This design comes from an exercise in tuning for small area on the open sky130 flow, not from production work.
The RTL was checked by simulation tests, not by an equivalence proof against the original design.
Power figures rest on the tool's default switching activity, not on a simulated workload. The clock port is modelled as an ideal driver; clocking choices that lean on that would not hold on a real chip.

===== flow/run.sh =====
#!/bin/bash
# Standard layout (the standard.sh, standard synthesis included), except that clock tree
# synthesis adds no dummy load cells and uses clkbuf_8 with sink clusters of at most 21 flops.
set -o pipefail
export CTS_ARGS="-sink_clustering_enable -repair_clock_nets -dont_use_dummy_load -sink_clustering_size 21 -sink_clustering_max_diameter 50 -buf_list sky130_fd_sc_hd__clkbuf_8"
bash standard.sh > standard.log 2>&1

===== standard.sh =====
#!/bin/bash
# synth_recipe.tcl (not shown) runs the flow's synth.tcl, then flattens the netlist and writes it again
# the make line also repeats each setting of config.mk as NAME=value (left out here)
make -C /OpenROAD-flow-scripts/flow DESIGN_CONFIG=/design/flow/config.mk WORK_HOME=/design/flow/orfs CLKGATE_MAP_FILE= SYNTH_SCRIPT=/design/flow/synth_recipe.tcl "${@:-finish}"

===== config.mk =====
export PLATFORM = sky130hd
export DESIGN_NAME = sigma_delta_adc8
export DESIGN_NICKNAME = sigma_delta_adc8
export VERILOG_FILES = /design/flow/design.v
export SDC_FILE = /design/flow/constraint.sdc
export NUM_CORES = 4
export LEC_CHECK = 0
export CAP_MARGIN = 0
export CORE_MARGIN = 2
export CORE_UTILIZATION = 40
export SLEW_MARGIN = 0

===== constraint.sdc =====
create_clock -name core_clock -period 10.0 [get_ports {clk}]
set_input_delay 2.0000 -clock core_clock [delete_from_list [all_inputs] [get_ports {clk}]]
set_output_delay 2.0000 -clock core_clock [all_outputs]
set_load 0.01 [all_outputs]

===== design.v =====
package sigma_delta_pkg;
   typedef enum logic {IDLE, SEND} out_state_t;
endpackage
module sigma_delta_rca #(
   parameter int W = 8
) (
   input  logic [W-1:0] a,
   input  logic [W-1:0] b,
   input  logic         cin,
   output logic [W-1:0] s
);
   logic [W:0] c;
   assign c[0] = cin;
   for (genvar k = 0; k < W; k++) begin : g_bit
      assign s[k]   = a[k] ^ b[k] ^ c[k];
      assign c[k+1] = (a[k] & b[k]) | (a[k] & c[k]) | (b[k] & c[k]);
   end
endmodule
module sigma_delta_cic (
   input  logic [6:0]  m,          
   input  logic [7:0]  bits,       
   input  logic [20:0] a_i,
   input  logic [18:0] b_i,
   output logic [20:0] a_o,
   output logic [18:0] b_o
);
   logic [3:0]  p;       
   logic [4:0]  w;       
   logic [9:0]  pm;      
   logic [9:0]  pm01;
   logic [12:0] binc;    
   logic        start;
   logic [20:0] a_sel;
   logic [18:0] b_sel;
   function automatic logic [1:0] fa(input logic x, input logic y, input logic z);
      fa = {(x & y) | (x & z) | (y & z), x ^ y ^ z};
   endfunction
   logic [1:0] f1, f2, f3, f4, f5, f6, f7;
   always_comb begin
      f1 = fa(bits[0], bits[1], bits[2]);
      f2 = fa(bits[3], bits[4], bits[5]);
      f3 = fa(bits[6], bits[7], 1'b0);
      f4 = fa(f1[0], f2[0], f3[0]);           
      f5 = fa(f1[1], f2[1], f3[1]);           
      f6 = fa(f5[0], f4[1], 1'b0);            
      f7 = fa(f5[1], f6[1], 1'b0);            
      p  = {f7[1], f7[0], f6[0], f4[0]};
   end
   logic [1:0] g1, g2, g3, g4, g5, g6, g7, g8;
   always_comb begin
      g1 = fa(bits[1], bits[3], bits[5]);     
      g2 = fa(g1[0], bits[7], 1'b0);          
      g3 = fa(bits[2], bits[3], bits[6]);     
      g4 = fa(g3[0], bits[7], g1[1]);
      g5 = fa(g4[0], g2[1], 1'b0);            
      g6 = fa(bits[4], bits[5], bits[6]);     
      g7 = fa(g6[0], bits[7], g3[1]);
      g8 = fa(g7[0], g4[1], g5[1]);           
      w  = {2'b00, g8[0], g5[0], g2[0]} + {((g6[1] & g7[1]) | (g6[1] & g8[1]) | (g7[1] & g8[1])),
                                           g6[1] ^ g7[1] ^ g8[1], 3'b000};
   end
   sigma_delta_rca #(.W(10)) u_pm01 (
      .a({3'd0, m & {7{p[0]}}}), .b({2'd0, m & {7{p[1]}}, 1'b0}), .cin(1'b0), .s(pm01)
   );
   sigma_delta_rca #(.W(10)) u_pm (
      .a(pm01), .b({1'b0, m & {7{p[2]}}, 2'b00} | {m & {7{p[3]}}, 3'b000}), .cin(1'b0), .s(pm)
   );
   sigma_delta_rca #(.W(10)) u_binc (
      .a(pm), .b({8'd0, w[4:3]}), .cin(1'b0), .s(binc[12:3])
   );
   assign binc[2:0] = w[2:0];
   assign start = (m == 7'd0);
   assign a_sel = start ? {2'b00, b_i} : a_i;
   assign b_sel = start ? 19'd0 : b_i;
   logic [13:0] ainc;
   sigma_delta_rca #(.W(14)) u_ainc (.a({p, 10'd0}), .b(~{1'b0, binc}), .cin(1'b1), .s(ainc));
   sigma_delta_rca #(.W(21)) u_a (.a(a_sel), .b({7'd0, ainc}), .cin(1'b0), .s(a_o));
   sigma_delta_rca #(.W(19)) u_b (.a(b_sel), .b({6'd0, binc}), .cin(1'b0), .s(b_o));
endmodule
module sigma_delta_adc_mc (
   input  logic        clk,
   input  logic        rst,
   input  logic [7:0]  adc_lvds_pin,
   output logic [7:0]  adc_fb_pin,
   output logic [20:0] adc_output,
   output logic [2:0]  adc_channel,
   output logic        adc_valid,
   input  logic        adc_ready,
   output logic        adc_overrun
);
   logic [9:0]         count;
   logic [3:0]         nfr;        
   logic               tick, win, load;
   logic [63:0]        chunks;     
   logic [2:0]         ch;         
   logic [9:0]         cm;
   logic [7:0]         bits;
   logic [7:0][20:0]   ca;
   logic [7:0][18:0]   cb;
   logic [20:0]        ca_n;
   logic [18:0]        cb_n;
   logic [64:0][20:0]  hist;
   logic               wr_even, wr_odd;
   logic [7:0][23:0]   sum;
   logic [2:0]         sel;
   logic [7:0]         oh;
   logic [20:0]        y, y_old;
   logic [23:0]        sum_in, sum_n;
   logic [23:0]        op1, op2, cs_s, cs_c;
   logic               sub, clr;
   logic [9:0]         count_n;
   logic               state;
   logic [2:0]         idx;
   always_ff @(posedge clk or posedge rst) begin
      if (rst) adc_fb_pin <= '0;
      else     adc_fb_pin <= adc_lvds_pin;
   end
   always_ff @(posedge clk or posedge rst) begin
      if (rst) count <= '0;
      else     count <= count_n;
   end
   assign count_n = count + 1'b1;
   assign tick    = (count == 10'd1023);
   always_ff @(posedge clk) begin
      win <= (count_n >= 10'd3) && (count_n <= 10'd10);
      clr <= (count_n >= 10'd3) && (count_n <= 10'd10) && (nfr == 4'd2);
      sub <= (count_n >= 10'd3) && (count_n <= 10'd10) && (nfr == 4'd10);
   end
   always_ff @(posedge clk or posedge rst) begin
      if (rst)                       nfr <= '0;
      else if (tick && nfr != 4'd10) nfr <= nfr + 1'b1;
   end
   for (genvar c = 0; c < 8; c++) begin : g_dl
      logic [6+c:0] dl;
      always_ff @(posedge clk) dl <= {dl[5+c:0], adc_fb_pin[c]};
      for (genvar i = 0; i < 8; i++) begin : g_bit
         if (7 + c - i == 0) begin : g_now
            assign chunks[8*((c+6)%8)+i] = adc_fb_pin[c];
         end else begin : g_old
            assign chunks[8*((c+6)%8)+i] = dl[6+c-i];
         end
      end
   end
   assign ch = count[2:0] + 3'd2;
   assign cm = {count[9:3] - 7'(count[2:0] < 3'd6), 3'b000};
   assign bits = chunks[8*count[2:0] +: 8];
   sigma_delta_cic u_cic (
      .m(cm[9:3]), .bits(bits), .a_i(ca[7]), .b_i(cb[7]), .a_o(ca_n), .b_o(cb_n)
   );
   always_ff @(posedge clk) begin
      ca <= {ca[6:0], ca_n};
      cb <= {cb[6:0], cb_n};
   end
   assign y     = ca[4];
   assign y_old = count[0] ? hist[64] : hist[8];
   assign wr_even = (count >= 10'd5) && (count <= 10'd11) &&  count[0];
   assign wr_odd  = (count >= 10'd6) && (count <= 10'd12) && !count[0];
   always_ff @(posedge clk) begin
      hist <= {hist[63:9], wr_odd ? ca[6] : hist[8], hist[7:0], wr_even ? ca[6] : hist[64]};
   end
   assign sum_in = clr ? 24'd0 : sum[7];
   assign op1 = {3'd0, y & {21{win}}};
   assign op2 = ~{3'd0, y_old & {21{sub}}};
   always_comb begin
      for (int k = 0; k < 24; k++) begin
         cs_s[k] = sum_in[k] ^ op1[k] ^ op2[k];
         cs_c[k] = (sum_in[k] & op1[k]) | (sum_in[k] & op2[k]) | (op1[k] & op2[k]);
      end
   end
   sigma_delta_rca #(.W(24)) u_sum (.a(cs_s), .b({cs_c[22:0], 1'b1}), .cin(1'b0), .s(sum_n));
   always_ff @(posedge clk) begin
      sum <= {sum[6:0], sum_n};
   end
   assign load = (count == 10'd3) && (nfr == 4'd10);
   always_ff @(posedge clk or posedge rst) begin
      if (rst) begin
         state       <= 1'b0;
         idx         <= '0;
         adc_overrun <= 1'b0;
      end else if (load) begin
         state <= 1'b1;
         idx   <= '0;
         if (state && !(adc_ready && idx == 3'd7)) adc_overrun <= 1'b1;
      end else if (state && adc_ready) begin
         if (idx == 3'd7) state <= 1'b0;
         idx <= idx + 1'b1;
      end
   end
   assign adc_valid   = state;
   assign adc_channel = idx;
   assign sel         = count[2:0] - 3'd4 - idx;
   always_comb begin
      for (int k = 0; k < 8; k++) oh[k] = (sel == 3'(k));
   end
   assign adc_output = ({21{oh[0]}} & sum[0][23:3]) | ({21{oh[1]}} & sum[1][23:3])
                     | ({21{oh[2]}} & sum[2][23:3]) | ({21{oh[3]}} & sum[3][23:3])
                     | ({21{oh[4]}} & sum[4][23:3]) | ({21{oh[5]}} & sum[5][23:3])
                     | ({21{oh[6]}} & sum[6][23:3]) | ({21{oh[7]}} & sum[7][23:3]);
endmodule
module sigma_delta_adc8 (
   input  logic        clk,
   input  logic        rst,
   input  logic [7:0]  adc_lvds_pin,
   output logic [7:0]  adc_fb_pin,
   output logic [20:0] adc_output,
   output logic [2:0]  adc_channel,
   output logic        adc_valid,
   input  logic        adc_ready,
   output logic        adc_overrun
);
   sigma_delta_adc_mc u_adc (
      .clk(clk), .rst(rst), .adc_lvds_pin(adc_lvds_pin), .adc_fb_pin(adc_fb_pin),
      .adc_output(adc_output), .adc_channel(adc_channel), .adc_valid(adc_valid),
      .adc_ready(adc_ready), .adc_overrun(adc_overrun)
   );
endmodule

==> metrics.yaml, run 1 <==
floorplanning:
  initial_utilization: 0.402
  rows: 125
  die_h_um: 345
  core_um2: 116000
  io_pins: 45
  die-area_um2: 119000
  fp.dieW_um: 345
worst_hold_path:
  min_path_type: "reg2reg"
worst_setup_path:
  critical-path-top-delay-family: "adder cells"
  crit_end: "u_adc.sum[22]$_DFF_P_"
  r2r_start: "u_adc.count[0]$_DFF_PP0_"
  end_kind: "flop"
  cp-startpoint: "u_adc.count[0]$_DFF_PP0_"
  worstSetupPathType: "reg2reg"
  worst-endpoint-arrival_ps: 10440
  rrSetupSlack_ps: 320
  crit_fanout: 3
  rr_endpoint: "u_adc.sum[22]$_DFF_P_"
  path_buf_inv: 4
  cp_slowest_cell: "fa_1"
  critical_path.max_stage_delay_ps: 530
  cp-start-kind: "flop"
  crit_cells: 29
  crit_required_ps: 10760
  crit_top_cell: "fa_1"
  rr_worst_depth: 29
clocking:
  cts_root_buf: "clkbuf_8"
  cts_tree: "built"
  clock_sinks: 1991
  cts_made_buffers: 135
  cts_max_path_buffers: 3
  htree_levels: 4
  clk_latency_ps: 830
  cts.clk_slew.worst_paths_ps: 110
sta:
  maxSlewHeadroom: 0.457
  setup_ws_ps: 322
  final-hold-violation-count: 0
  worstMarginPinSlew_ps: 807
  fin_worst_skew_ps: 109
  layout_min_cycle_time_ps: 9680
  whs_ps: 208
  slew_violations: 0
  max_freq_mhz: 103
  fin_crit_sh: 0.968
  tns_ps: 0
  setup_viol_count_final: 0
drt:
  via_count: 17600
  first_pass_iters: 4
  drc: 0
  drt-total-wl_um: 60300
  vias_per_cell: 3.98
  drt-initial-drc-count: 768
  wl_per_cell_um: 13.6
  ant_nets: 0
power_and_ir_drop:
  seq_power_share: 0.681
  peakVddDrop_mv: 0.127
  intPower_mw: 9.93
  powerDensity_nw_per_um2: 248
  p_clk_frac: 0.266
  sw_frac_of_total: 0.214
  leakage_nw: 20.6
  pwr-share-comb: 0.053
  p_switching_mw: 2.70
place:
  dp_hpwl_um: 36900
  routabilityCongestion: 0.788
  io_buffers: 44
  place_area_um2: 48900
  pre_cts_slack_ps: -43.4
layout:
  area_growth_pct: 9.32
  fill_cells: 10100
  postLayoutCellArea_um2: 51000
  nets: 3058
  layout-drive-gt1-share: 0.0866
  post-route-util: 0.440
yosys:
  synthXorXnorAreaFrac: 0.00596
  ys_types: 46
  synth-adder-area-share: 0.0541
  synthArstFlopShare: 0.0136
  ys_seq_elements: 1991
  ys.flop_type: "dfxtp_1"
  synth_top_family_by_area: "adder cells"
  synthSimpleGateAreaFrac: 0.0218
  avgSynthCellArea_um2: 17.0
  synth_cells: 2737
  ys_seq_area_frac: 0.858
  synth_edf_count: 0
  synth_warnings: 2
  syn_area_um2: 46600
  syn_nets: 2893
  synth_mux_area_frac: 0.0292
  synth_compound_gate_area_share: 0.0162
global_route:
  grt_usage: 0.104
  antenna_found_initial: 1
  grt_pass1_vias: 17900
  grt_pass1_wl_um: 97600
  grt-ovfl-total: 0
  grt_max_degree: 28
status:
  outcome: "complete, no violations"
job:
  max_cap_viol_count: 0
-- kinds of logic (layout without fill, tap and decap cells) --
kind of cell | count (synthesis) | after routing
adder cells (fa/ha/maj) | 145 | 145
XOR/XNOR | 30 | 30
flip-flops | 1991 | 1991
other | 0 | 2
multiplexers | 109 | 109
AND/OR/NAND/NOR | 185 | 185
buffers and inverters | 175 | 338
AO/OA/AOI/OAI | 102 | 102
-- final cells by class --
cell class | instances | area, um^2 | area share
Timing Repair Buffer | 73 | 709 | 0.0139
Sequential cell | 1991 | 40000 | 0.785
Inverter | 130 | 488 | 0.00957
Tap cell | 1524 | 1910 | 0.0374
Clock buffer | 135 | 1860 | 0.0365
Antenna cell | 2 | 5.00 | 0.0000982
Multi-Input combinational cell | 571 | 6000 | 0.118
-- layout by cell type, fill, tap and decap left out, types with 3 or more instances in the layout --
cell type | Yosys | routed
nand3_1 | 7 | 7
ha_1 | 51 | 51
and2_1 | 9 | 9
o21ai_0 | 4 | 4
mux2_1 | 7 | 7
nor2_1 | 16 | 16
clkdlybuf4s50_1 | 0 | 44
nor3b_2 | 2 | 3
mux4_2 | 16 | 16
and3_1 | 5 | 5
nor2b_1 | 25 | 25
mux2i_1 | 38 | 36
nand2_1 | 48 | 48
dfrtp_1 | 27 | 26
fa_1 | 94 | 84
buf_4 | 3 | 25
fa_2 | 0 | 10
nand4_1 | 23 | 23
xor2_1 | 16 | 16
nand2b_1 | 30 | 30
inv_1 | 130 | 130
a22oi_1 | 87 | 87
a21oi_1 | 3 | 3
xnor2_1 | 12 | 12
clkbuf_8 | 0 | 135
nor3_1 | 7 | 5
dfxtp_1 | 1964 | 1964
mux2_2 | 48 | 47
-- routing by layer --
metal / wire (um) / up-vias / track usage
li1: - / 8883 / -
met3: 2460 / 136 / 0.0279
met2: 24000 / 222 / 0.144
met1: 32200 / 8386 / 0.153
met5: 0 / - / 0
met4: 1670 / 0 / 0.0385
-- how the worst min path moves through the flow --
| stage | start | to | slack (ps) | cells after the start |
|---|---|---|---|---|
| 6_report | u_adc.ca[12]$_DFF_P_ | u_adc.ca[33]$_DFF_P_ | 210 | 0 |
| 5_1_grt | u_adc.ca[12]$_DFF_P_ | u_adc.ca[33]$_DFF_P_ | 190 | 0 |
| 4_1_cts | u_adc.ca[12]$_DFF_P_ | u_adc.ca[33]$_DFF_P_ | 200 | 0 |
| 3_5_place_dp | u_adc.hist[1338]$_DFF_P_ | u_adc.hist[1359]$_DFF_P_ | 310 | 0 |
| 3_3_place_gp | u_adc.cb[98]$_DFF_P_ | u_adc.cb[117]$_DFF_P_ | 310 | 0 |
| 2_1_floorplan | u_adc.ca[79]$_DFF_P_ | u_adc.ca[100]$_DFF_P_ | 310 | 0 |
-- timing repair --
item	4_1_cts	5_1_grt
setup buffers	0	5
gates resized for setup	1	18
endpoints found under the setup margin	1	5
hold buffers	0	0
cloned	0	2
-- power by group through the flow --
stage	Combinational [mW]	Sequential, mW	Clock, mW
6_report	0.664	8.60	3.36
3_3_place_gp	0.694	8.78	0
2_1_floorplan	0.446	8.69	0
4_1_cts	0.688	8.61	3.54
5_1_grt	0.809	8.66	3.83
3_5_place_dp	0.678	8.79	0
-- cell usage after synthesis, drive strengths merged (9+ instances only) --
| cell | number | area share |
|---|---|---|
| and2 | 9 | 0.0012 |
| mux2i | 38 | 0.0082 |
| xor2 | 17 | 0.0034 |
| nand2b | 30 | 0.0040 |
| nand4 | 23 | 0.0031 |
| inv | 130 | 0.010 |
| fa | 94 | 0.040 |
| mux4 | 16 | 0.0077 |
| ha | 51 | 0.014 |
| dfrtp | 27 | 0.014 |
| buf | 19 | 0.0024 |
| a22oi | 87 | 0.014 |
| nand2 | 48 | 0.0039 |
| nor2b | 25 | 0.0034 |
| xnor2 | 13 | 0.0026 |
| clkbuf | 26 | 0.0021 |
| dfxtp | 1964 | 0.84 |
| mux2 | 55 | 0.013 |
| nor2 | 16 | 0.0013 |
-- registers in the layout, indices dropped and copies added, names as in the netlist --
register,cells
u_adc.clr,1
u_adc.sub,1
u_adc.nfr,4
u_adc.hist,1365
u_adc.count,10
u_adc.g_dl.dl,84
u_adc.win,1
u_adc.adc_fb_pin,8
u_adc.state,1
u_adc.cb,152
u_adc.idx,3
u_adc.ca,168
u_adc.sum,192
u_adc.adc_overrun,1
-- through the flow --
stage / power, mW / std cells
3_3_place_gp: 9.48 / 4282
5_1_grt: 13.3 / 4425
4_1_cts: 12.8 / 4417
2_1_floorplan: 9.14 / 2737
3_5_place_dp: 9.47 / 4282
6_report: 12.6 / 4426
==> run 2: changes to the inputs <==
==> flow/run.sh (replaced) <==
#!/bin/bash
# Standard layout (the standard.sh, standard synthesis included), except that clock tree
# synthesis adds no dummy load cells and uses the buffer and sink clusters given below.
set -o pipefail
export CTS_ARGS="-sink_clustering_enable -repair_clock_nets -dont_use_dummy_load -sink_clustering_size 21 -sink_clustering_max_diameter 50 -buf_list sky130_fd_sc_hd__clkbuf_8"
export BUFFER_PORTS_ARGS="-buffer_cell sky130_fd_sc_hd__buf_1"
bash standard.sh > standard.log 2>&1
--- a/config.mk
+++ b/config.mk
@@ -6,6 +6,6 @@
 export NUM_CORES = 4
 export LEC_CHECK = 0
-export CAP_MARGIN = 0
+export CAP_MARGIN = 20
 export CORE_MARGIN = 2
 export CORE_UTILIZATION = 40
-export SLEW_MARGIN = 0
+export SLEW_MARGIN = 20
==> run 2 against run 1 <==
  * Still clean on timing, DRC and antenna
  * Wire length decreased by 0.60%
  * Core utilization fell by 0.29 points
  * Combinational power up 3.3%
  * Cell count is essentially flat
  * Critical path depth unchanged
  * Global-route usage is 0.11 points lower
  * Largest cell class unchanged
==> metrics.yaml, run 2 <==
worst_setup_path:
  crit_fanout: 5  # +2
  worstSetupPathType: "reg2reg"
  r2r_start: "u_adc.count[0]$_DFF_PP0_"
  worst-endpoint-arrival_ps: 10340  # -100 ps
  rrSetupSlack_ps: 390  # +70 ps
  cp-start-kind: "flop"
  rr_endpoint: "u_adc.sum[22]$_DFF_P_"
  cp-startpoint: "u_adc.count[0]$_DFF_PP0_"
  end_kind: "flop"
  rr_worst_depth: 29  # unchanged
  cp_slowest_cell: "dfrtp_2"
  crit_required_ps: 10730  # -30 ps
  critical_path.max_stage_delay_ps: 470  # -60 ps
  crit_top_cell: "fa_1"
  crit_end: "u_adc.sum[22]$_DFF_P_"
drt:
  drt-initial-drc-count: 834  # +8.6%
  drc: 0  # unchanged
  vias_per_cell: 3.99  # about the same
  wl_per_cell_um: 13.5  # -0.56%
  via_count: 17600  # +0.028%
  drt-total-wl_um: 59900  # -0.60%
  ant_nets: 0  # unchanged
  first_pass_iters: 5  # +1
sta:
  layout_min_cycle_time_ps: 9610  # -66.7 ps
  final-hold-violation-count: 0  # unchanged
  maxSlewHeadroom: 0.480  # +0.0231
  slew_violations: 0  # unchanged
  tns_ps: 0  # unchanged
  worstMarginPinSlew_ps: 773  # -34.3 ps
  fin_worst_skew_ps: 99.2  # -10.3 ps
  whs_ps: 238  # +30.3 ps
  max_freq_mhz: 104  # +0.69%
  fin_crit_sh: 0.961  # -0.00667
  setup_viol_count_final: 0  # unchanged
yosys:
  ys_seq_elements: 1991  # unchanged
  synth_most_common_cell: "dfxtp_1"
  ys_types: 46  # unchanged
  ys_seq_area_frac: 0.858  # unchanged
  synthSimpleGateAreaFrac: 0.0218  # unchanged
  synth_mux_area_frac: 0.0292  # unchanged
  synth_warnings: 2  # unchanged
  syn_nets: 2893  # unchanged
  avgSynthCellArea_um2: 17.0  # unchanged
  ys.flop_type: "dfxtp_1"
  synth_top_area_share: 0.843  # unchanged
  yosys-top-cells-area: "dfxtp_1 (84%), fa_1 (4.0%), dfrtp_1 (1.4%)"
  synth_edf_count: 0  # unchanged
  syn_area_um2: 46600  # unchanged
  synthArstFlopShare: 0.0136  # unchanged
  synth_commonest_cells: "dfxtp_1 (1964), inv_1 (130), fa_1 (94)"
  synthXorXnorAreaFrac: 0.00596  # unchanged
  synth_compound_gate_area_share: 0.0162  # unchanged
  yosysTopAreaCell: "dfxtp_1"
  synth-adder-area-share: 0.0541  # unchanged
  synth_cells: 2737  # unchanged
  synth_top_family_by_area: "adder cells"
worst_hold_path:
  holdPathStages: 0  # unchanged
  min_path_type: "reg2reg"
clocking:
  htree_levels: 4  # unchanged
  clock_sinks: 1991  # unchanged
  cts_max_path_buffers: 3  # unchanged
  cts.clk_slew.worst_paths_ps: 110  # about the same
  cts_tree: "built"
  cts_made_buffers: 132  # -2.2%
  cts_root_buf: "clkbuf_8"
  clk_latency_ps: 820  # about the same
layout:
  mostFrequentLayoutCell: "dfxtp_1"
  top_register: "u_adc.hist"
  regArea_um2: 40000  # unchanged
  area_growth_pct: 8.59
  final_cell_mix: "dfxtp_1 (1964), clkbuf_8 (132), inv_1 (130)"
  largest_register_ffs: 1365  # unchanged
  nets: 3056  # -0.065%
  multi_input_area_um2: 5990  # -0.17%
  layout-drive-gt1-share: 0.0859  # -0.000630
  fill_cells: 10200  # +0.81%
  reg_top3: "u_adc.hist: 1365 flops, u_adc.sum: 192 flops, u_adc.ca: 168 flops"
floorplanning:
  die_h_um: 345  # unchanged
  die-area_um2: 119000  # unchanged
  fp.dieW_um: 345  # unchanged
  io_pins: 45  # unchanged
  rows: 125  # unchanged
  core_um2: 116000  # unchanged
  initial_utilization: 0.402  # unchanged
job:
  max_cap_viol_count: 0  # unchanged
status:
  outcome: "complete, no violations"
global_route:
  grt_usage: 0.103  # -0.00106
  grt_pass1_vias: 17800  # -0.65%
  grt_pass1_wl_um: 96500  # -1.2%
  antenna_found_initial: 4  # +3
  grt_max_degree: 28  # unchanged
  grt-ovfl-total: 0  # unchanged
place:
  routabilityCongestion: 0.757  # -3.9%
  dp_hpwl_um: 36900  # +0.11%
  io_buffers: 44  # unchanged
power_and_ir_drop:
  peakVddDrop_mv: 0.137  # +7.1%
  powerDensity_nw_per_um2: 249  # +0.63%
  leakage_nw: 20.5  # -0.68%
## run 2: how the worst min path moves through the flow
stage / start / end / slack (ps)
after floorplan: u_adc.ca[79]$_DFF_P_ / u_adc.ca[100]$_DFF_P_ / 310
after global placement: u_adc.hist[1241]$_DFF_P_ / u_adc.hist[1262]$_DFF_P_ / 310
after detailed placement: u_adc.hist[214]$_DFF_P_ / u_adc.hist[235]$_DFF_P_ / 310
after CTS: u_adc.cb[107]$_DFF_P_ / u_adc.cb[126]$_DFF_P_ / 230
after global routing: u_adc.cb[107]$_DFF_P_ / u_adc.cb[126]$_DFF_P_ / 230
final: u_adc.cb[107]$_DFF_P_ / u_adc.cb[126]$_DFF_P_ / 240
## run 2: routing by layer
| metal | up-vias | part of all wire | GRT usage |
|---|---|---|---|
| met5 | - | 0 | 0 |
| met4 | 0 | 0.025 | 0.0385 |
| met3 | 131 | 0.046 | 0.0285 |
| met2 | 248 | 0.39 | 0.142 |
| met1 | 8380 | 0.54 | 0.152 |
| li1 | 8873 | - | - |
## run 2: critical path: cells and delay by family, from the launching register on
family        cells  cell delay [ps]
fa+ha+maj        22             8430
buf+inv           5              460
flops             1              470
mux               1              140
simple gates      1               80
## run 2: per-stage QoR
step                cell area, um^2  total power, mW  utilization  std cells  worst slack [ps]
floorplan                     46600             9.14            -       2737              71.3
global placement              48700             9.50        0.420       4285             -7.64
detailed placement            48700             9.49        0.420       4285             -25.0
CTS                           50500             12.8        0.436       4417              6.57
global route                  50600             13.3        0.437       4424             -28.6
finish                        50600             12.6        0.437       4424               389
## run 2: cells by family after synthesis
group | after synthesis
fa+ha+maj | 145
compound gates | 102
xor+xnor | 30
flops | 1991
simple gates | 185
buf+inv | 175
mux | 109
## run 2: area by class of cell
cell class	instances	area share
sequential	1991	0.790
multi-input combinational	571	0.118
tap	1524	0.0377
clock buffer	132	0.0359
inverter	130	0.00964
timing repair buffer	74	0.00830
antenna	2	0.0000989
## run 2: what timing repair did
| item | CTS | global route |
|---|---|---|
| cloned | 0 | 1 |
| setup endpoints to repair | 1 | 5 |
| buffers inserted | 0 | 4 |
| resized for setup | 1 | 16 |
| pin swaps | 0 | 1 |
| hold buffers | 0 | 0 |
## run 2: power by group
part / total [mW] / internal, mW / switching (mW)
Clock: 3.33 / 1.19 / 2.14
Sequential: 8.60 / 8.42 / 0.179
Combinational: 0.686 / 0.295 / 0.391
==> run 3: changes to the inputs <==
==> flow/run.sh (replaced) <==
#!/bin/bash
# Standard layout (the standard.sh, standard synthesis included), except:
#  - clock tree synthesis adds no dummy load cells and uses the buffer and sink clusters below;
#  - the port buffers are buf_1 (the loads here are one cell or a 10 fF output pin).
set -o pipefail
export CTS_ARGS="-sink_clustering_enable -repair_clock_nets -dont_use_dummy_load -sink_clustering_size 34 -sink_clustering_max_diameter 80 -buf_list sky130_fd_sc_hd__clkbuf_16"
export BUFFER_PORTS_ARGS="-buffer_cell sky130_fd_sc_hd__buf_1"
bash standard.sh > standard.log 2>&1
==> run 3 against run 2 <==
  * Still clean
  * Non-clock buffer count grew 1
  * Die area did not move
  * Fmax hardly changed
  * Critical path depth decreased by 1
  * Sequential share of layout area hardly changed
  * Power is 0.53% higher
  * Count of clock-buffer cells in the layout fell by 61
  * Register-to-register slack hardly changed
  * Cell count fell by 1.4%
  * Worst hold slack better by 12 ps
  * Critical path type unchanged
  * Largest cell class unchanged
  * Highest routed layer unchanged
==> metrics.yaml, run 3 <==
yosys:
  synth_warnings: 2  # unchanged
  ys_seq_elements: 1991  # unchanged
  ys.flop_type: "dfxtp_1"
  ys_types: 46  # unchanged
  syn_area_um2: 46600  # unchanged
  ys_seq_area_frac: 0.858  # unchanged
  yosysTopAreaCell: "dfxtp_1"
  synth_most_common_cell: "dfxtp_1"
  yosys-top-cells-area: "dfxtp_1 (84%), fa_1 (4.0%), dfrtp_1 (1.4%)"
  synth_cells: 2737  # unchanged
  syn_nets: 2893  # unchanged
  synth_top_area_share: 0.843  # unchanged
  synth_commonest_cells: "dfxtp_1 (1964), inv_1 (130), fa_1 (94)"
  avgSynthCellArea_um2: 17.0  # unchanged
  synthArstFlopShare: 0.0136  # unchanged
  synth_edf_count: 0  # unchanged
layout:
  diodes: 0  # -2
  area_growth_pct: 8.61  # about the same
  multi_input_area_um2: 6020  # +0.52%
  regArea_um2: 40000  # unchanged
  mostFrequentLayoutCell: "dfxtp_1"
  reg_top3: "u_adc.hist: 1365 flops, u_adc.sum: 192 flops, u_adc.ca: 168 flops"
  nets: 2996  # -2.0%
  top_register: "u_adc.hist"
  largest_register_ffs: 1365  # unchanged
  final_cell_mix: "dfxtp_1 (1964), inv_1 (130), a22oi_1 (87)"
  postLayoutCellArea_um2: 50600  # about the same
  layout-drive-gt1-share: 0.0698  # -0.0162
  fill_cells: 10100  # -0.29%
floorplanning:
  die_h_um: 345  # unchanged
  die-area_um2: 119000  # unchanged
  initial_utilization: 0.402  # unchanged
  io_pins: 45  # unchanged
  rows: 125  # unchanged
  fp.dieW_um: 345  # unchanged
  core_um2: 116000  # unchanged
clocking:
  cts_tree: "built"
  cts.clk_slew.worst_paths_ps: 120  # about the same
  clk_latency_ps: 670  # -150 ps
  cts_root_buf: "clkbuf_16"
  cts_made_buffers: 71  # -46%
  clock_sinks: 1991  # unchanged
  holdBufCountCts: 0  # unchanged
  cts_max_path_buffers: 3  # unchanged
  htree_levels: 3  # -1
global_route:
  grt_pass1_wl_um: 94800  # -1.8%
  grt_max_degree: 35  # +25%
  antenna_found_initial: 1  # -3
  grt-ovfl-total: 0  # unchanged
  grt_pass1_vias: 17200  # -3.2%
  grt_usage: 0.0998  # -0.00288
worst_setup_path:
  worst-endpoint-arrival_ps: 10200  # -140 ps
  end_kind: "flop"
  crit_required_ps: 10590  # -140 ps
  path_buf_inv: 3  # -2
  critical_path.max_stage_delay_ps: 550  # +80 ps
  crit_fanout: 6  # +1
  cp_slowest_cell: "dfrtp_2"
  cp-start-kind: "flop"
  crit_top_cell: "fa_2"
  worstSetupPathType: "reg2reg"
  rrSetupSlack_ps: 390  # about the same
  critical-path-top-delay-family: "adder cells"
power_and_ir_drop:
  powerDensity_nw_per_um2: 251  # +0.51%
  peakVddDrop_mv: 0.157  # +15%
  leakage_nw: 20.4  # -0.26%
drt:
  drt-total-wl_um: 59300  # -0.96%
  ant_nets: 0  # unchanged
  vias_per_cell: 3.98  # -0.14%
  via_count: 17400  # -1.5%
  first_pass_iters: 4  # -1
  wl_per_cell_um: 13.6  # +0.45%
  drt-initial-drc-count: 931  # +12%
  drc: 0  # unchanged
sta:
  fin_crit_sh: 0.961  # about the same
  setup_viol_count_final: 0  # unchanged
  final-hold-violation-count: 0  # unchanged
  slew_violations: 0  # unchanged
  tns_ps: 0  # unchanged
  whs_ps: 250  # +12.4 ps
  worstMarginPinSlew_ps: 777  # +4.23 ps
  fin_worst_skew_ps: 67.8  # -31.4 ps
  layout_min_cycle_time_ps: 9610  # -0.938 ps
  max_freq_mhz: 104  # about the same
  maxSlewHeadroom: 0.477  # -0.00284
  rsz0062_at_grt: "no"
status:
  outcome: "complete, no violations"
job:
  max_cap_viol_count: 0  # unchanged
place:
  place_area_um2: 48700  # unchanged
  io_buffers: 44  # unchanged
  routabilityCongestion: 0.757  # unchanged
  dp_hpwl_um: 36900  # unchanged
worst_hold_path:
  min_path_type: "reg2reg"
[run 3: cell counts after synthesis]
Identical to the previous run, type by type.
[run 3: layout make-up]
type / count / share of cell area
clock buffers: 71 / 0.0351
inverters: 130 / 0.00964
multi-input cells: 571 / 0.119
flip-flops and latches: 1991 / 0.790
well taps: 1524 / 0.0377
repair buffers: 75 / 0.00880
[run 3: final timing paths]
path,to,cells past startpoint,startpoint
min reg2reg,u_adc.hist[544]$_DFF_P_,0,u_adc.hist[523]$_DFF_P_
max reg2reg,u_adc.sum[22]$_DFF_P_,28,u_adc.count[0]$_DFF_PP0_
max in group asynchronous,u_adc.count[6]$_DFF_PP0_,3,rst
min,u_adc.hist[544]$_DFF_P_,0,u_adc.hist[523]$_DFF_P_
max,u_adc.sum[22]$_DFF_P_,28,u_adc.count[0]$_DFF_PP0_
min in group asynchronous,u_adc.adc_fb_pin[2]$_DFF_PP0_,3,rst
[run 3: cell families (layout without fill, tap and decap cells)]
family,after synthesis,count (layout),share of synthesized area
DFF,1991,1991,0.858
muxes,109,109,0.0292
AOI/OAI and AO/OA,102,102,0.0162
buffers and inverters,175,276,0.0150
and+or+nand+nor,185,185,0.0218
xor gates and xnor gates,30,30,0.00596
adders and majority gates,145,145,0.0541
[run 3: worst reg2reg max path: cells and delay by family, from the launching register on]
family / cells / cell delay (ps)
and+or+nand+nor: 1 / 100
DFF: 1 / 550
buffers and inverters: 3 / 180
adders and majority gates: 23 / 8490
muxes: 1 / 260
[run 3: timing repair]
item	CTS	global route
setup buffers	1	3
resized for setup	3	25
setup endpoints to repair	1	5
pin swaps	1	1
cloned	0	2
[run 3: layer usage]
| metal | wire [um] | vias up | GRT usage | part of all wire |
|---|---|---|---|---|
| met3 | 2070 | 82 | 0.0183 | 0.035 |
| met1 | 32700 | 8345 | 0.153 | 0.55 |
| met2 | 23400 | 155 | 0.141 | 0.39 |
| li1 | - | 8779 | - | - |
| met5 | 0 | - | 0 | 0 |
| met4 | 1200 | 0 | 0.0311 | 0.020 |
[run 3: stage by stage]
step	util	std cells	setup WS (ps)	power (mW)
floorplan	-	2737	71.3	9.14
global placement	0.420	4285	-7.64	9.50
detailed placement	0.420	4285	-25.0	9.49
CTS	0.436	4357	10.3	12.9
global route	0.437	4362	7.69	13.3
finish	0.437	4362	390	12.7
[run 3: where the power goes]
group,switching (mW),internal (mW),leakage (nW)
Combinational,0.391,0.298,3.23
Sequential,0.179,8.42,16.3
Clock,2.10,1.29,0.875
==> run 4: changes to the inputs <==
==> flow/run.sh (replaced) <==
#!/bin/bash
# Standard layout (the standard.sh, standard synthesis included), except:
#  - clock tree synthesis adds no dummy load cells and uses the buffer and sink clusters below;
#  - the port buffers are buf_1 (the loads here are one cell or a 10 fF output pin).
set -o pipefail
export CTS_ARGS="-sink_clustering_enable -repair_clock_nets -dont_use_dummy_load -sink_clustering_size 40 -sink_clustering_max_diameter 60 -buf_list sky130_fd_sc_hd__clkbuf_16"
export BUFFER_PORTS_ARGS="-buffer_cell sky130_fd_sc_hd__buf_1"
bash standard.sh > standard.log 2>&1
==> run 4 against run 3 <==
  * Die area unchanged
  * Register-to-register slack about the same
  * Fmax about the same
  * Count of clock-buffer cells in the layout increased by 32
  * Non-clock buffer count decreased by 4
  * Flip-flop and latch count unchanged
  * Synthesized cell count unchanged
  * Critical path depth unchanged
  * Combinational power decreased by 0.9%
  * Highest routed layer unchanged
==> metrics.yaml, run 4 <==
status:
  outcome: "complete, no violations"
yosys:
  synth_edf_count: 0  # unchanged
  synth_most_common_cell: "dfxtp_1"
  avgSynthCellArea_um2: 17.0  # unchanged
  ys.flop_type: "dfxtp_1"
  syn_nets: 2893  # unchanged
  synthArstFlopShare: 0.0136  # unchanged
  yosys-top-cells-area: "dfxtp_1 (84%), fa_1 (4.0%), dfrtp_1 (1.4%)"
  synth_top_area_share: 0.843  # unchanged
  synth_cells: 2737  # unchanged
  ys_seq_elements: 1991  # unchanged
  synth_warnings: 2  # unchanged
  yosysTopAreaCell: "dfxtp_1"
  ys_seq_area_frac: 0.858  # unchanged
  synth_commonest_cells: "dfxtp_1 (1964), inv_1 (130), fa_1 (94)"
  syn_area_um2: 46600  # unchanged
  ys_types: 46  # unchanged
sta:
  slew_violations: 0  # unchanged
  final-hold-violation-count: 0  # unchanged
  fin_crit_sh: 0.962  # about the same
  tns_ps: 0  # unchanged
  layout_min_cycle_time_ps: 9620  # +6.02 ps
  fin_worst_skew_ps: 66.5  # -1.27 ps
  maxSlewHeadroom: 0.484  # +0.00683
  whs_ps: 267  # +17.0 ps
  setup_viol_count_final: 0  # unchanged
  rsz0062_at_grt: "no"
  max_freq_mhz: 104  # about the same
  setup_ws_ps: 384  # -6.02 ps
  worstMarginPinSlew_ps: 767  # -10.2 ps
power_and_ir_drop:
  seq_power_share: 0.646  # -0.032
  leakage_nw: 20.8  # +1.8%
  intPower_mw: 10.5  # +5.3%
  p_switching_mw: 2.78  # +3.9%
  powerDensity_nw_per_um2: 259  # +3.5%
  pwr-share-comb: 0.051  # -0.003
  peakVddDrop_mv: 0.133  # -15%
  sw_frac_of_total: 0.208  # -0.00220
  total_power_mw: 13.3  # +5.0%
  p_clk_frac: 0.303  # +0.035
drt:
  drt-initial-drc-count: 880  # -5.5%
  via_count: 17500  # +0.93%
  vias_per_cell: 3.99  # +0.24%
  first_pass_iters: 4  # unchanged
  wl_per_cell_um: 13.6  # about the same
  drc: 0  # unchanged
  drt-total-wl_um: 59700  # +0.70%
  ant_nets: 0  # unchanged
clocking:
  cts_root_buf: "clkbuf_16"
  clk_latency_ps: 690  # +20 ps
  cts.clk_slew.worst_paths_ps: 80  # -40 ps
  htree_levels: 3  # unchanged
  clock_sinks: 1991  # unchanged
  cts_tree: "built"
  cts_made_buffers: 103  # +45%
  cts_max_path_buffers: 3  # unchanged
worst_setup_path:
  crit_fanout: 5  # -1
  worst-endpoint-arrival_ps: 10220  # +20 ps
  cp_slowest_cell: "fa_1"
  critical-path-top-delay-family: "adder cells"
  crit_top_cell: "fa_1"
  end_kind: "flop"
  critical_path.max_stage_delay_ps: 560  # about the same
  path_buf_inv: 3  # unchanged
  crit_required_ps: 10610  # +20 ps
  worstSetupPathType: "reg2reg"
  cp-start-kind: "flop"
layout:
  mostFrequentLayoutCell: "dfxtp_1"
  reg_top3: "u_adc.hist: 1365 flops, u_adc.sum: 192 flops, u_adc.ca: 168 flops"
  area_growth_pct: 10.1
  layout-drive-gt1-share: 0.0754  # +0.00560
  largest_register_ffs: 1365  # unchanged
  nets: 3024  # +0.93%
  final_cell_mix: "dfxtp_1 (1964), inv_1 (130), clkbuf_16 (104)"
  top_register: "u_adc.hist"
place:
  routabilityCongestion: 0.757  # unchanged
  pre_cts_slack_ps: -25.0  # unchanged
  dp_hpwl_um: 36900  # unchanged
  io_buffers: 44  # unchanged
global_route:
  grt_usage: 0.102  # +0.00177
  grt_pass1_vias: 17600  # +2.4%
  grt-ovfl-total: 0  # unchanged
  grt_max_degree: 41  # +17%
  grt_pass1_wl_um: 96400  # +1.8%
  antenna_found_initial: 1  # unchanged
worst_hold_path:
  min_path_type: "reg2reg"
floorplanning:
  die_h_um: 345  # unchanged
  core_um2: 116000  # unchanged
  fp.dieW_um: 345  # unchanged
  rows: 125  # unchanged
  initial_utilization: 0.402  # unchanged
  io_pins: 45  # unchanged
  die-area_um2: 119000  # unchanged
job:
  max_cap_viol_count: 0  # unchanged
## run 4: what timing repair did
item / in CTS / in global routing
hold buffers: 0 / 0
setup buffers: 0 / 1
resized for setup: 1 / 13
endpoints found under the setup margin: 1 / 5
gates cloned: 0 / 1
pin swaps: 0 / 1
hold endpoints to repair: 0 / 0
## run 4: stage by stage
step	util	instances	instance area, um^2
global placement	0.420	4285	48700
detailed placement	0.420	4285	48700
finish	0.443	4392	51300
floorplan	-	2737	46600
global route	0.443	4390	51300
CTS	0.442	4388	51300
## run 4: kinds of logic after synthesis
group / synth area share
AO/OA/AOI/OAI: 0.0162
buffers and inverters: 0.0150
multiplexers: 0.0292
adder cells (fa/ha/maj): 0.0541
flip-flops: 0.858
AND/OR/NAND/NOR: 0.0218
XOR/XNOR: 0.00596
## run 4: power by group through the flow
stage,registers [mW],clock network [mW],logic (mW)
2_1_floorplan,8.69,0,0.446
3_3_place_gp,8.78,0,0.714
3_5_place_dp,8.79,0,0.692
4_1_cts,8.62,4.19,0.708
5_1_grt,8.66,4.48,0.824
6_report,8.60,4.03,0.683
## run 4: per-layer routing
| metal | wire length (um) | GRT usage |
|---|---|---|
| met5 | 0 | 0 |
| met4 | 1300 | 0.0344 |
| met3 | 2540 | 0.0208 |
| met2 | 23700 | 0.143 |
| met1 | 32200 | 0.154 |
## run 4: worst register-to-register path, delay by kind of cell, from the launching register on
family | cells | cell delay, ps
flip-flops | 1 | 460
buffers and inverters | 3 | 180
multiplexers | 1 | 210
adder cells (fa/ha/maj) | 23 | 8640
AND/OR/NAND/NOR | 1 | 90
## run 4: final timing paths
check                                    startpoint                       endpoint  slack (ps)  depth (start not counted)
setup / recovery           u_adc.count[0]$_DFF_PP0_          u_adc.sum[22]$_DFF_P_         380                         28
hold / removal              u_adc.hist[719]$_DFF_P_        u_adc.hist[740]$_DFF_P_         270                          0
setup reg to reg           u_adc.count[0]$_DFF_PP0_          u_adc.sum[22]$_DFF_P_         380                         28
hold reg to reg             u_adc.hist[719]$_DFF_P_        u_adc.hist[740]$_DFF_P_         270                          0
max in group asynchronous                       rst       u_adc.count[4]$_DFF_PP0_        8310                          3
min in group asynchronous                       rst  u_adc.adc_fb_pin[2]$_DFF_PP0_        1350                          3
## run 4: area by class of cell
type                            instances  area [um^2]
Sequential cell                      1991        40000
Multi-Input combinational cell        571         5980
Clock buffer                          103         2580
Tap cell                             1524         1910
Fill cell                           10100        64500
Timing Repair Buffer                   71          398
Antenna cell                            2         5.00
Inverter                              130          488
==> run 5: changes to the inputs <==
==> flow/run.sh (replaced) <==
#!/bin/bash
# Standard layout (the standard.sh, standard synthesis included), except:
#  - clock tree synthesis adds no dummy load cells and uses the buffer and sink clusters below;
#  - the port buffers are buf_1 (the loads here are one cell or a 10 fF output pin).
set -o pipefail
export CTS_ARGS="-sink_clustering_enable -repair_clock_nets -dont_use_dummy_load -sink_clustering_size 21 -sink_clustering_max_diameter 50 -buf_list sky130_fd_sc_hd__clkbuf_8 -balance_levels"
export BUFFER_PORTS_ARGS="-buffer_cell sky130_fd_sc_hd__buf_1"
bash standard.sh > standard.log 2>&1
==> run 5 against run 4 <==
  * First-iteration DRC count shrank 5.2%
  * Wire length grew 0.27%
  * Setup slack gained 5.1 ps
  * Final area down 1.4%
  * Clock power down 17%
  * Count of clock-buffer cells in the layout is 29 higher
  * Via count rose by 0.62%
  * Sequential power hardly changed
  * Flip-flop and latch count is the same
  * Combinational power is essentially flat
  * Global-route usage is 0.11 points higher
==> metrics.yaml, run 5 <==
status:
  outcome: "complete, no violations"
layout:
  multi_input_area_um2: 5990  # +0.25%
  top_register: "u_adc.hist"
  final_cell_mix: "dfxtp_1 (1964), clkbuf_8 (132), inv_1 (130)"
  mostFrequentLayoutCell: "dfxtp_1"
  area_growth_pct: 8.59
  regArea_um2: 40000  # unchanged
  layout.cells.non_filler: 4424  # +0.73%
  reg_top3: "u_adc.hist: 1365 flops, u_adc.sum: 192 flops, u_adc.ca: 168 flops"
  nets: 3056  # +1.1%
  fill_cells: 10200  # +1.1%
  layout-drive-gt1-share: 0.0859  # +0.0106
  largest_register_ffs: 1365  # unchanged
clocking:
  clk_latency_ps: 820  # +130 ps
  holdBufCountCts: 0  # unchanged
  cts.clk_slew.worst_paths_ps: 110  # +30 ps
  cts_tree: "built"
  clock_sinks: 1991  # unchanged
  cts_max_path_buffers: 3  # unchanged
  cts_made_buffers: 132  # +28%
  htree_levels: 4  # +1
  cts_root_buf: "clkbuf_8"
drt:
  via_count: 17600  # +0.62%
  vias_per_cell: 3.99  # -0.11%
  ant_nets: 0  # unchanged
  drt-total-wl_um: 59900  # +0.27%
  drt-initial-drc-count: 834  # -5.2%
  first_pass_iters: 5  # +1
  drc: 0  # unchanged
  wl_per_cell_um: 13.5  # -0.46%
worst_setup_path:
  cp_slowest_cell: "dfrtp_2"
  cp-start-kind: "flop"
  crit_fanout: 5  # unchanged
  worst-endpoint-arrival_ps: 10340  # +120 ps
  worstSetupPathType: "reg2reg"
  rr_worst_depth: 29  # +3.6%
  end_kind: "flop"
  critical_path.max_stage_delay_ps: 470  # -90 ps
  crit_cells: 29  # +3.6%
  crit_top_cell: "fa_1"
  crit_required_ps: 10730  # +120 ps
  path_buf_inv: 5  # +2
  critical-path-top-delay-family: "adder cells"
worst_hold_path:
  min_path_type: "reg2reg"
  holdPathStages: 0  # unchanged
floorplanning:
  fp.dieW_um: 345  # unchanged
  io_pins: 45  # unchanged
  initial_utilization: 0.402  # unchanged
  rows: 125  # unchanged
  core_um2: 116000  # unchanged
  die_h_um: 345  # unchanged
  die-area_um2: 119000  # unchanged
yosys:
  synth_edf_count: 0  # unchanged
  ys_seq_elements: 1991  # unchanged
  yosys-top-cells-area: "dfxtp_1 (84%), fa_1 (4.0%), dfrtp_1 (1.4%)"
  yosysTopAreaCell: "dfxtp_1"
  synthArstFlopShare: 0.0136  # unchanged
  syn_area_um2: 46600  # unchanged
  synth-adder-area-share: 0.0541  # unchanged
  synth_top_area_share: 0.843  # unchanged
  synth_mux_area_frac: 0.0292  # unchanged
  syn_nets: 2893  # unchanged
  avgSynthCellArea_um2: 17.0  # unchanged
  synthXorXnorAreaFrac: 0.00596  # unchanged
  ys_types: 46  # unchanged
  ys.flop_type: "dfxtp_1"
  synth_compound_gate_area_share: 0.0162  # unchanged
  synth_warnings: 2  # unchanged
  synth_commonest_cells: "dfxtp_1 (1964), inv_1 (130), fa_1 (94)"
  synth_cells: 2737  # unchanged
  synth_top_family_by_area: "adder cells"
  ys_seq_area_frac: 0.858  # unchanged
  synth_most_common_cell: "dfxtp_1"
  synthSimpleGateAreaFrac: 0.0218  # unchanged
global_route:
  grt_usage: 0.103  # +0.00111
  grt_pass1_wl_um: 96500  # about the same
  grt_max_degree: 28  # -32%
  grt_pass1_vias: 17800  # +0.89%
  grt-ovfl-total: 0  # unchanged
  antenna_found_initial: 4  # +3
sta:
  maxSlewHeadroom: 0.480  # -0.00399
  layout_min_cycle_time_ps: 9610  # -5.08 ps
  fin_worst_skew_ps: 99.2  # +32.6 ps
  worstMarginPinSlew_ps: 773  # +5.93 ps
  max_freq_mhz: 104  # about the same
  setup_viol_count_final: 0  # unchanged
  tns_ps: 0  # unchanged
  slew_violations: 0  # unchanged
  final-hold-violation-count: 0  # unchanged
  whs_ps: 238  # -29.4 ps
  fin_crit_sh: 0.961  # about the same
place:
  dp_cells: 4285  # unchanged
  routabilityCongestion: 0.757  # unchanged
  dp_hpwl_um: 36900  # unchanged
  io_buffers: 44  # unchanged
power_and_ir_drop:
  peakVddDrop_mv: 0.137  # +2.7%
  powerDensity_nw_per_um2: 249  # -3.9%
  leakage_nw: 20.5  # -1.5%
  total_power_mw: 12.6  # -5.3%
job:
  max_cap_viol_count: 0  # unchanged
run 5: cells by family after synthesis:
family	after synthesis
muxes	109
xor gates and xnor gates	30
adders and majority gates	145
and+or+nand+nor	185
buffers and inverters	175
DFF	1991
AOI/OAI and AO/OA	102
run 5: final timing paths:
kind | startpoint | slack, ps | end
worst max-delay path | u_adc.count[0]$_DFF_PP0_ | 390 | u_adc.sum[22]$_DFF_P_
worst min-delay path | u_adc.cb[107]$_DFF_P_ | 240 | u_adc.cb[126]$_DFF_P_
worst max register to register | u_adc.count[0]$_DFF_PP0_ | 390 | u_adc.sum[22]$_DFF_P_
worst min register to register | u_adc.cb[107]$_DFF_P_ | 240 | u_adc.cb[126]$_DFF_P_
max in group asynchronous | rst | 8390 | u_adc.count[4]$_DFF_PP0_
min in group asynchronous | rst | 1210 | u_adc.adc_fb_pin[6]$_DFF_PP0_
run 5: cell type report:
class / instances / share of cell area
clock buffers: 132 / 0.0359
diodes: 2 / 0.0000989
multi-input cells: 571 / 0.118
inverters: 130 / 0.00964
flip-flops and latches: 1991 / 0.790
well taps: 1524 / 0.0377
repair buffers: 74 / 0.00830
run 5: stage by stage:
step           cell area (um^2)  setup slack [ps]  utilization
4_1_cts                   50500              6.57        0.436
3_5_place_dp              48700             -25.0        0.420
5_1_grt                   50600             -28.6        0.437
2_1_floorplan             46600              71.3            -
3_3_place_gp              48700             -7.64        0.420
6_report                  50600               389        0.437
run 5: power by group:
part / total [mW] / switching, mW / internal (mW)
clock network: 3.33 / 2.14 / 1.19
registers: 8.60 / 0.179 / 8.42
logic: 0.686 / 0.391 / 0.295
run 5: repair_timing:
item | in CTS | in global routing
pin swaps | 0 | 1
gates resized for setup | 1 | 16
buffers inserted | 0 | 4
gates cloned | 0 | 1
setup endpoints to repair | 1 | 5
run 5: metal layers:
metal  GRT usage  part of all wire  vias to the layer above
met5           0                 0                        -
met4      0.0385             0.025                        0
met3      0.0285             0.046                      131
met2       0.142              0.39                      248
met1       0.152              0.54                     8380
li1            -                 -                     8873
==> run 6: changes to the inputs <==
==> flow/run.sh (replaced) <==
#!/bin/bash
# Standard layout (the standard.sh, standard synthesis included), except:
#  - clock tree synthesis adds no dummy load cells and uses the buffer and sink clusters below;
#  - the port buffers are buf_1 (the loads here are one cell or a 10 fF output pin).
set -o pipefail
export CTS_ARGS="-sink_clustering_enable -repair_clock_nets -dont_use_dummy_load -sink_clustering_size 21 -sink_clustering_max_diameter 50 -buf_list sky130_fd_sc_hd__clkbuf_8"
export BUFFER_PORTS_ARGS="-buffer_cell sky130_fd_sc_hd__buf_1"
bash standard.sh > standard.log 2>&1
--- a/config.mk
+++ b/config.mk
@@ -8,4 +8,4 @@
 export CAP_MARGIN = 20
 export CORE_MARGIN = 2
-export CORE_UTILIZATION = 40
+export CORE_UTILIZATION = 50
 export SLEW_MARGIN = 20
==> run 6 against run 5 <==
  * Fmax down 0.92%
  * Largest cell class unchanged
  * Cell count down 6.4%
  * Setup slack worse by 89 ps
  * Worst hold slack worse by 3.3 ps
  * Sequential share of layout area up 0.47 points
  * Via count up 1.6%
==> metrics.yaml, run 6 <==
worst_setup_path:
  critical_path.max_stage_delay_ps: 470  # about the same
  rrSetupSlack_ps: 300  # -90 ps
  worst-endpoint-arrival_ps: 10460  # +120 ps
  cp-start-kind: "flop"
  crit_top_cell: "fa_1"
  rr_endpoint: "u_adc.sum[22]$_DFF_P_"
  crit_required_ps: 10760  # +30 ps
  end_kind: "flop"
  rr_worst_depth: 30  # +3.4%
  cp_slowest_cell: "fa_1"
  crit_fanout: 4  # -1
  r2r_start: "u_adc.count[0]$_DFF_PP0_"
  worstSetupPathType: "reg2reg"
floorplanning:
  io_pins: 45  # unchanged
  fp.dieW_um: 309  # -10%
  die_h_um: 309  # -10%
  core_um2: 92100  # -21%
  rows: 111  # -11%
  initial_utilization: 0.506  # +0.104
  die-area_um2: 95700  # -20%
drt:
  ant_nets: 0  # unchanged
  drc: 0  # unchanged
  vias_per_cell: 4.33  # +8.6%
  drt-total-wl_um: 63100  # +5.4%
  via_count: 17900  # +1.6%
  first_pass_iters: 5  # unchanged
  wl_per_cell_um: 15.2  # +13%
  drt-initial-drc-count: 958  # +15%
layout:
  layout-drive-gt1-share: 0.0881  # +0.00222
  mostFrequentLayoutCell: "dfxtp_1"
  post-route-util: 0.547  # +0.110
  largest_register_ffs: 1365  # unchanged
  postLayoutCellArea_um2: 50300  # -0.59%
  regArea_um2: 40000  # about the same
  final_cell_mix: "dfxtp_1 (1964), clkbuf_8 (131), inv_1 (129)"
  multi_input_area_um2: 6050  # +1.0%
  top_register: "u_adc.hist"
  fill_cells: 7251  # -29%
  nets: 3051  # -0.16%
  area_growth_pct: 7.95
  reg_top3: "u_adc.hist: 1365 flops, u_adc.sum: 192 flops, u_adc.ca: 168 flops"
  layout.cells.non_filler: 4140  # -6.4%
sta:
  worstMarginPinSlew_ps: 1110  # +332 ps
  fin_worst_skew_ps: 94.4  # -4.74 ps
  maxSlewHeadroom: 0.261  # -0.219
  fin_crit_sh: 0.970  # +0.00890
  setup_viol_count_final: 0  # unchanged
  tns_ps: 0  # unchanged
  slew_violations: 0  # unchanged
  max_freq_mhz: 103  # -0.92%
  layout_min_cycle_time_ps: 9700  # +89.0 ps
  setup_ws_ps: 300  # -89.0 ps
  final-hold-violation-count: 0  # unchanged
place:
  pre_cts_slack_ps: -69.1  # -44.1 ps
  routabilityCongestion: 0.768  # +1.4%
  dp_cells: 3998  # -6.7%
  io_buffers: 44  # unchanged
  place_area_um2: 48300  # -0.75%
  dp_hpwl_um: 39300  # +6.4%
yosys:
  ys_seq_elements: 1991  # unchanged
  ys.flop_type: "dfxtp_1"
  ys_types: 46  # unchanged
  synth_top_area_share: 0.843  # unchanged
  synthArstFlopShare: 0.0136  # unchanged
  synth_edf_count: 0  # unchanged
  synth_warnings: 2  # unchanged
  yosys-top-cells-area: "dfxtp_1 (84%), fa_1 (4.0%), dfrtp_1 (1.4%)"
  synth_commonest_cells: "dfxtp_1 (1964), inv_1 (130), fa_1 (94)"
  synth_most_common_cell: "dfxtp_1"
  ys_seq_area_frac: 0.858  # unchanged
  yosysTopAreaCell: "dfxtp_1"
  synth_cells: 2737  # unchanged
  avgSynthCellArea_um2: 17.0  # unchanged
  syn_nets: 2893  # unchanged
  syn_area_um2: 46600  # unchanged
global_route:
  grt_pass1_wl_um: 101000  # +5.1%
  grt-ovfl-total: 0  # unchanged
  grt_usage: 0.137  # +0.0342
  grt_pass1_vias: 19000  # +6.9%
  grt_max_degree: 28  # unchanged
  antenna_found_initial: 1  # -3
clocking:
  clk_latency_ps: 810  # about the same
  cts_max_path_buffers: 3  # unchanged
  clock_sinks: 1991  # unchanged
  cts_tree: "built"
  cts_root_buf: "clkbuf_8"
  htree_levels: 4  # unchanged
  cts.clk_slew.worst_paths_ps: 110  # about the same
  cts_made_buffers: 131  # -0.76%
power_and_ir_drop:
  powerDensity_nw_per_um2: 251  # +0.56%
  leakage_nw: 20.4  # about the same
  peakVddDrop_mv: 0.129  # -5.5%
status:
  outcome: "complete, no violations"
worst_hold_path:
  min_path_type: "reg2reg"
  holdPathStages: 0  # unchanged
  holdPathEnd: "u_adc.ca[37]$_DFF_P_"
  hp-start: "u_adc.ca[16]$_DFF_P_"
job:
  max_cap_viol_count: 0  # unchanged
==> run 6: area by class of cell <==
class	count	share of cell area
flip-flops and latches	1991	0.795
multi-input cells	571	0.120
clock buffers	131	0.0358
well taps	1243	0.0309
inverters	130	0.00970
repair buffers	70	0.00835
diodes	4	0.000199
==> run 6: what timing repair did <==
action | CTS | global route
endpoints found under the setup margin | 1 | 6
pin swaps | 0 | 2
gates cloned | 0 | 2
setup buffers | 0 | 5
gates resized for setup | 1 | 23
hold buffers | 0 | 0
==> run 6: metal layers <==
layer  routed length (um)  global-route usage
met1                33200               0.200
met3                 2510              0.0321
met2                25700               0.198
met4                 1670              0.0534
met5                    0                   0
==> run 6: worst max-delay path, delay by kind of cell, from the launching register on <==
family / cells / cell delay (ps)
multiplexers: 1 / 150
AND/OR/NAND/NOR: 1 / 80
adder cells (fa/ha/maj): 22 / 8420
buffers and inverters: 6 / 600
flip-flops: 1 / 450
==> run 6: metrics by stage <==
step	power, mW	hold slack [ps]
2_1_floorplan	9.14	310
3_3_place_gp	9.51	310
3_5_place_dp	9.50	312
4_1_cts	12.8	230
5_1_grt	13.2	238
6_report	12.6	235
==> run 6: where the power goes <==
part | internal (mW) | total, mW | switching [mW]
clock | 1.18 | 3.31 | 2.13
sequential | 8.43 | 8.62 | 0.190
combinational | 0.288 | 0.686 | 0.398
==> run 6: worst max path at each step <==
stage	startpoint	end	slack, ps
after floorplan	u_adc.count[0]$_DFF_PP0_	u_adc.sum[22]$_DFF_P_	70
after global placement	u_adc.count[0]$_DFF_PP0_	u_adc.sum[22]$_DFF_P_	-50
after detailed placement	u_adc.count[0]$_DFF_PP0_	u_adc.sum[22]$_DFF_P_	-70
after CTS	u_adc.count[0]$_DFF_PP0_	u_adc.sum[22]$_DFF_P_	8
after global routing	u_adc.count[0]$_DFF_PP0_	u_adc.sum[22]$_DFF_P_	-10
final	u_adc.count[0]$_DFF_PP0_	u_adc.sum[22]$_DFF_P_	300
==> run 6: logic make-up (layout without fill, tap and decap cells) <==
| group | Yosys count | count (layout) | share of synthesized area |
|---|---|---|---|
| adders and majority gates | 145 | 145 | 0.0541 |
| xor gates and xnor gates | 30 | 30 | 0.00596 |
| DFF | 1991 | 1991 | 0.858 |
| other | 0 | 4 | 0 |
| muxes | 109 | 109 | 0.0292 |
| AOI/OAI and AO/OA | 102 | 102 | 0.0162 |
| and+or+nand+nor | 185 | 185 | 0.0218 |
| buffers and inverters | 175 | 331 | 0.0150 |
==> run 7: changes to the inputs <==
--- a/design.v
+++ b/design.v
@@ -100,6 +100,6 @@
    logic [20:0]        ca_n;
    logic [18:0]        cb_n;
-   logic [64:0][20:0]  hist;
-   logic               wr_even, wr_odd;
+   logic [7:0][20:0]   hist1;
+   logic [55:0][20:0]  hist7;
    logic [7:0][23:0]   sum;
    logic [2:0]         sel;
@@ -153,9 +153,8 @@
    end
    assign y     = ca[4];
-   assign y_old = count[0] ? hist[64] : hist[8];
-   assign wr_even = (count >= 10'd5) && (count <= 10'd11) &&  count[0];
-   assign wr_odd  = (count >= 10'd6) && (count <= 10'd12) && !count[0];
-   always_ff @(posedge clk) begin
-      hist <= {hist[63:9], wr_odd ? ca[6] : hist[8], hist[7:0], wr_even ? ca[6] : hist[64]};
+   assign y_old = hist7[55];
+   always_ff @(posedge clk) begin
+      hist1 <= {hist1[6:0], win ? y : hist1[7]};
+      hist7 <= {hist7[54:0], win ? hist1[7] : hist7[55]};
    end
    assign sum_in = clr ? 24'd0 : sum[7];
==> flow/run.sh (replaced) <==
#!/bin/bash
# Standard layout (the standard.sh, standard synthesis included), except that clock tree
# synthesis adds no dummy load cells and uses the buffer and sink clusters given below.
set -o pipefail
export CTS_ARGS="-sink_clustering_enable -repair_clock_nets -dont_use_dummy_load -sink_clustering_size 21 -sink_clustering_max_diameter 50 -buf_list sky130_fd_sc_hd__clkbuf_8"
export BUFFER_PORTS_ARGS="-buffer_cell sky130_fd_sc_hd__buf_1"
bash standard.sh > standard.log 2>&1
--- a/config.mk
+++ b/config.mk
@@ -8,4 +8,4 @@
 export CAP_MARGIN = 20
 export CORE_MARGIN = 2
-export CORE_UTILIZATION = 50
+export CORE_UTILIZATION = 40
 export SLEW_MARGIN = 20
==> run 7 against run 6 <==
  * Global-route usage shrank 3.4 points
  * Critical path type unchanged
  * Cell count grew 7.6%
  * Still clean
  * Final area about the same
  * Count of clock-buffer cells in the layout stayed put
==> metrics.yaml, run 7 <==
layout:
  largest_register_ffs: 1176  # -14%
  reg_top3: "u_adc.hist7: 1176 flops, u_adc.sum: 192 flops"
  area_growth_pct: 8.36
  nets: 3079  # +0.92%
  final_cell_mix: "dfxtp_1 (1942), inv_1 (148), clkbuf_8 (131)"
yosys:
  synth_top_area_share: 0.838  # -0.00571
  synth_warnings: 2  # unchanged
  ys.flop_type: "dfxtp_1"
  synth_commonest_cells: "dfxtp_1 (1943), inv_1 (149), fa_1 (94)"
  synth_most_common_cell: "dfxtp_1"
  synthArstFlopShare: 0.0137  # +0.000145
  syn_area_um2: 46400  # -0.39%
  ys_seq_area_frac: 0.852  # -0.00566
  ys_seq_elements: 1970  # -1.1%
  synth_cells: 2784  # +1.7%
  ys_types: 58  # +26%
  synth_edf_count: 0  # unchanged
  avgSynthCellArea_um2: 16.7  # -2.1%
worst_hold_path:
  holdPathEnd: "u_adc.ca[88]$_DFF_P_"
  hp-start: "u_adc.ca[67]$_DFF_P_"
  min_path_type: "reg2reg"
sta:
  slew_violations: 0  # unchanged
  maxSlewHeadroom: 0.396  # +0.135
  fin_worst_skew_ps: 110  # +15.4 ps
  tns_ps: 0  # unchanged
  worstMarginPinSlew_ps: 900  # -205 ps
  layout_min_cycle_time_ps: 9580  # -121 ps
  final-hold-violation-count: 0  # unchanged
place:
  io_buffers: 44  # unchanged
  routabilityCongestion: 0.735  # -4.2%
drt:
  first_pass_iters: 4  # -1
  drc: 0  # unchanged
  drt-initial-drc-count: 914  # -4.6%
  drt-total-wl_um: 58300  # -7.6%
  ant_nets: 0  # unchanged
  via_count: 17800  # -0.83%
  vias_per_cell: 3.99  # -7.8%
floorplanning:
  rows: 125  # +13%
  io_pins: 45  # unchanged
  fp.dieW_um: 345  # +11%
  die_h_um: 345  # +11%
  initial_utilization: 0.401  # -0.105
  die-area_um2: 119000  # +24%
worst_setup_path:
  rrSetupSlack_ps: 420  # +120 ps
  cp-start-kind: "flop"
  rr_worst_depth: 33  # +10%
  path_buf_inv: 6  # unchanged
  critical_path.max_stage_delay_ps: 570  # +100 ps
  critical-path-top-delay-family: "adder cells"
  rr_endpoint: "u_adc.ca[20]$_DFF_P_"
  crit_required_ps: 10720  # -40 ps
  worst-endpoint-arrival_ps: 10300  # -160 ps
  end_kind: "flop"
  worstSetupPathType: "reg2reg"
  r2r_start: "u_adc.count[0]$_DFF_PP0_"
clocking:
  cts_max_path_buffers: 3  # unchanged
  ctsResizeCount: 0  # -1
  cts.clk_slew.worst_paths_ps: 120  # about the same
  clk_latency_ps: 820  # about the same
  holdBufCountCts: 0  # unchanged
  cts_setup_buffers: 0  # unchanged
  cts_made_buffers: 131  # unchanged
power_and_ir_drop:
  powerDensity_nw_per_um2: 248  # -1.1%
  leakage_nw: 20.2  # -1.2%
  peakVddDrop_mv: 0.134  # +4.2%
  total_power_mw: 12.5  # -1.1%
global_route:
  antenna_found_initial: 4  # +3
  grt_max_degree: 60  # +110%
  grt_pass1_vias: 18100  # -4.6%
  grt_usage: 0.102  # -0.0343
status:
  outcome: "complete, no violations"
[run 7: cell type report]
cell class,instances,area (um^2)
multi-input combinational,610,6130
inverter,151,567
clock buffer,131,1800
timing repair buffer,60,315
tap,1524,1910
sequential,1970,39600
fill,10200,65400
antenna,7,17.5
[run 7: worst max path at each step]
stage,from,end,slack [ps],depth (start not counted)
3_3_place_gp,u_adc.count[1]$_DFF_PP0_,u_adc.ca[19]$_DFF_P_,180,32
5_1_grt,u_adc.count[0]$_DFF_PP0_,u_adc.ca[20]$_DFF_P_,5,33
6_report,u_adc.count[0]$_DFF_PP0_,u_adc.ca[20]$_DFF_P_,420,33
4_1_cts,u_adc.count[1]$_DFF_PP0_,u_adc.ca[20]$_DFF_P_,120,33
2_1_floorplan,u_adc.win$_DFF_P_,u_adc.sum[22]$_DFF_P_,360,29
3_5_place_dp,u_adc.count[1]$_DFF_PP0_,u_adc.ca[20]$_DFF_P_,150,33
[run 7: cell families (layout without fill, tap and decap cells)]
logic type | after synthesis | count (layout) | synth area share
DFF | 1970 | 1970 | 0.852
muxes | 103 | 103 | 0.0296
AOI/OAI and AO/OA | 103 | 103 | 0.0150
adders and majority gates | 144 | 144 | 0.0540
buffers and inverters | 204 | 342 | 0.0175
xor gates and xnor gates | 29 | 29 | 0.00620
and+or+nand+nor | 231 | 231 | 0.0255
other | 0 | 7 | 0
[run 7: layer usage]
layer / global-route usage / part of all wire / vias up
met5: 0 / 0 / -
met1: 0.159 / 0.55 / 8437
met4: 0.0428 / 0.027 / 0
li1: - / - / 8952
met2: 0.134 / 0.37 / 244
met3: 0.0259 / 0.047 / 134
[run 7: where the power goes]
part / internal, mW / switching, mW
Sequential: 8.34 / 0.150
Combinational: 0.288 / 0.391
Clock: 1.18 / 2.13
Total: 9.81 / 2.67
[run 7: worst register-to-register path, delay by kind of cell, from the launching register on]
family | cells | cell delay, ps
fa+ha+maj | 24 | 7630
xor+xnor | 1 | 120
flops | 1 | 410
buf+inv | 6 | 560
mux | 2 | 830
[run 7: stage by stage]
stage,hold WS (ps),cells,instance area [um^2],setup slack (ps),utilization
global route,232,4452,50300,5.43,0.435
detailed placement,312,4314,48400,146,0.418
floorplan,310,2784,46400,356,-
finish,237,4453,50300,421,0.435
global placement,310,4314,48400,179,0.418
CTS,237,4445,50200,119,0.434

[afterwards: timing with drivers on the ports]
Ports are ideal in the flow. The routed layouts listed here were re-timed in OpenROAD.
Step 1, drivers: a clkbuf_16 drives clk and a buf_2 each remaining input, both assumed.
Step 2, shift: input delay + t, output delay - t, t = (earliest + latest rising clock arrival at the registers) / 2. This alone moves slack from input paths to output paths.
Slacks: no drivers / after step 1 / after step 2; pairs: no drivers / after step 1.
| run | shift t [ns] | slack for setup (ns) |
|---|---|---|
| run 1 | 0.839 | 0.322 / 0.322 / 0.322 |
| run 2 | 0.831 | 0.389 / 0.389 / 0.389 |
| run 3 | 0.683 | 0.390 / 0.390 / 0.390 |
| run 4 | 0.710 | 0.384 / 0.384 / 0.384 |
| run 5 | 0.831 | 0.389 / 0.389 / 0.389 |
| run 6 | 0.833 | 0.300 / 0.300 / 0.300 |
| run 7 | 0.829 | 0.421 / 0.421 / 0.421 |
After both steps every run listed still meets setup and hold.
